From an optimization exercise on the open Yosys and OpenROAD flow, aimed at small area; shortcuts taken in it are not production practice.
The RTL was checked by simulation tests, not by an equivalence proof against the original design.
No activity file was given, so power comes from the tool's default toggle rates.

## oak
==> flow/design.v (excerpt) <==
module iot_filter_engine #(
    parameter int DATA_W  = 128,
    parameter int IN_W    = 8,
    parameter int GROUP_N = 8,
    parameter int FRAME_N = 96
) (
    input  logic                clk,
    input  logic                rst,
    input  logic                in_en,
    input  logic [IN_W-1:0]     iot_in,
    input  logic [2:0]          fn_sel,
    input  logic [DATA_W-1:0]   thr_lo,
    input  logic [DATA_W-1:0]   thr_hi,
    output logic                busy,
    output logic                valid,
    output logic [DATA_W-1:0]   iot_out,
    output logic                frame_done
);
Settings: LEC_CHECK=0, CAP_MARGIN=20, CORE_MARGIN=2, CORE_UTILIZATION=40, SLEW_MARGIN=20; clock period 9.0 ns.
standard.sh (not shown) runs the stock make flow with config.mk's settings and CLKGATE_MAP_FILE= SYNTH_SCRIPT=/design/flow/synth_recipe.tcl, a recipe that flattens the netlist after the stock synthesis.
==> flow/flow/run.sh <==
#!/bin/bash
set -euo pipefail
export BUFFER_PORTS_ARGS="-buffer_cell sky130_fd_sc_hd__buf_1"
export CTS_ARGS="-sink_clustering_enable -repair_clock_nets -dont_use_dummy_load -buf_list sky130_fd_sc_hd__clkbuf_8 -sink_clustering_size 16 -sink_clustering_max_diameter 80"
bash standard.sh > standard_flow.log 2>&1
Inputs modified between oak and pine:
--- a/flow/design.v
+++ b/flow/design.v
@@ -30,21 +30,21 @@
     localparam logic [2:0] M_PMAX    = 3'b110;
     localparam logic [2:0] M_PMIN    = 3'b111;
     localparam int LW = IN_W + LG;   
     logic [BW-1:0]     beat_q;
     logic [WW-1:0]     wcnt_q;       
     logic              word_vld_q;   
     logic              busy_q, valid_q, fdone_q;
     logic [DATA_W-1:0] out_q;
     logic [2:0]        mode_q;
     logic [AW-1:0]     a_q;
-    logic [BEATS-1:1]  c_q;          
+    logic [BEATS-1:1]  c_q;
     logic [DATA_W-1:0] lo_q, hi_q;
     logic              have_q;       
     logic              flag_q;       
     logic              agt_q, alt_q;  
     logic              bgt_q, blt_q;  
     function automatic logic [AW-1:0] resolve(input logic [AW-1:0] s, input logic [BEATS-1:1] c);
         logic [AW-1:0] r;
         logic          cin, ck, cc, all1, g, p;
         cin = 1'b0;
         for (int k = 0; k <= BEATS; k++) begin
@@ -97,21 +97,21 @@
                     is_rng ? lo_q[IN_W * lane +: IN_W] : a_lane[LW-1 -: IN_W];
     assign tb     = start  ? thr_hi[DATA_W-1 -: IN_W] : hi_q[IN_W * lane +: IN_W];
     assign a_eq   = (beat_q == '0) || (!agt_q && !alt_q);
     assign b_eq   = (beat_q == '0) || (!bgt_q && !blt_q);
     assign agt_d  = (a_eq && iot_in > ta) || (!a_eq && agt_q);
     assign alt_d  = (a_eq && iot_in < ta) || (!a_eq && alt_q);
     assign bgt_d  = (b_eq && iot_in > tb) || (!b_eq && bgt_q);
     assign blt_d  = (b_eq && iot_in < tb) || (!b_eq && blt_q);
     assign keep   = is_ext && !fresh && (is_max ? alt_d : agt_d);
     assign a_old = first ? '0 : a_lane[IN_W-1:0];
-    assign c_old = first ? 1'b0 : ((lane == '0) ? 1'b0 : c_q[lane]);
+    assign c_old = first ? 1'b0 : ((lane == '0) ? 1'b0 : c_q[BEATS-1]);
     assign lsum  = {1'b0, a_old} + {1'b0, iot_in} + (IN_W + 1)'(c_old);
     assign top_d = (first ? '0 : a_q[AW-1:DATA_W]) + LG'(lsum[IN_W]);
     always_comb begin
         for (int i = 0; i < AW; i++) begin
             if (avg_b) begin
                 a_d[i]  = (i >= DATA_W) ? top_d[i - DATA_W] : lsum[i % IN_W];
                 a_en[i] = accept && (lane == BW'((i >= DATA_W) ? BEATS - 1 : i / IN_W));
             end else begin
                 a_d[i]  = (i >= LG) ? iot_in[(i - LG) % IN_W] : 1'b0;
                 a_en[i] = accept && !keep && (lane == BW'((i >= LG) ? (i - LG) / IN_W : 0));
@@ -160,21 +160,21 @@
     end
     always_ff @(posedge clk) begin
         for (int i = 0; i < AW; i++) begin
             if (a_en[i]) a_q[i] <= a_d[i];
         end
         if (accept) begin
             agt_q <= agt_d;
             alt_q <= alt_d;
             bgt_q <= bgt_d;
             blt_q <= blt_d;
-            if (avg_b && lane != BW'(BEATS - 1)) c_q[lane + 1'b1] <= lsum[IN_W];
+            c_q   <= {c_q[BEATS-2:1], lsum[IN_W]};
         end
         if (start) begin
             mode_q <= fn_sel;
             lo_q   <= thr_lo;
             hi_q   <= thr_hi;
             have_q <= 1'b0;
         end else if (word_vld_q && is_peak) begin
             flag_q <= flag_d;
             if (emit) have_q <= 1'b1;
         end
Notes after the runs:
When pine is set beside oak, its area after synthesis turns out to be about 2.6% smaller.
Static leakage | pine below oak
On synthesized-area fraction occupied by adder cells, oak tracks pine almost exactly.
Going from oak to pine, global-route usage held; later-pin clock latency in the skew report stayed essentially flat.
oak -> pine: highest ir drop seen on vdd decreased by more than a quarter
met3 wirelength from detailed routing ended up 560 microns lower on pine than on oak.
In pine, the average detailed-routed wire length per instance came out about 0.7% below the value in oak.
pine vs oak: critical path data arrival time up in pine
Looking at post-synthesis xor/xnor area fraction, pine sits 0.31 points below oak.
The run showing the smaller non-clock buffer count in the final layout is pine.
Changes observed in pine relative to oak: combinational share of power went down, worst-case setup margin in the final layout went down.

port drivers added, routing unchanged:
The flow's constraints put no driver on any port. The routed layouts listed below were extracted and timed again, unchanged, in two steps. Step 1: set_driving_cell puts a clkbuf_16 on clk and a buf_2 on each other input, an assumption about the parent block. Step 2, shift: input delay + t, output delay - t, t = (earliest + latest rising clock arrival at the registers) / 2. This alone moves slack from input paths to output paths. Three values: ideal ports, drivers, drivers and shift; two values: the first two.
| run | t (ns) | setup slack, ns | worst register clock-pin slew, ns | cell pins on the clock port's net |
|---|---|---|---|---|
| oak | 0.666 | 3.025 / 3.025 / 3.025 | 0.11 / 0.11 | 1 |
| pine | 0.674 | 2.561 / 2.589 / 1.915 | 0.11 / 0.11 | 1 |
After both steps setup and hold are still met in every run listed. For pine, which loses most, drivers alone change the setup slack by +0.028 ns; drivers and shift together by -0.646 ns.
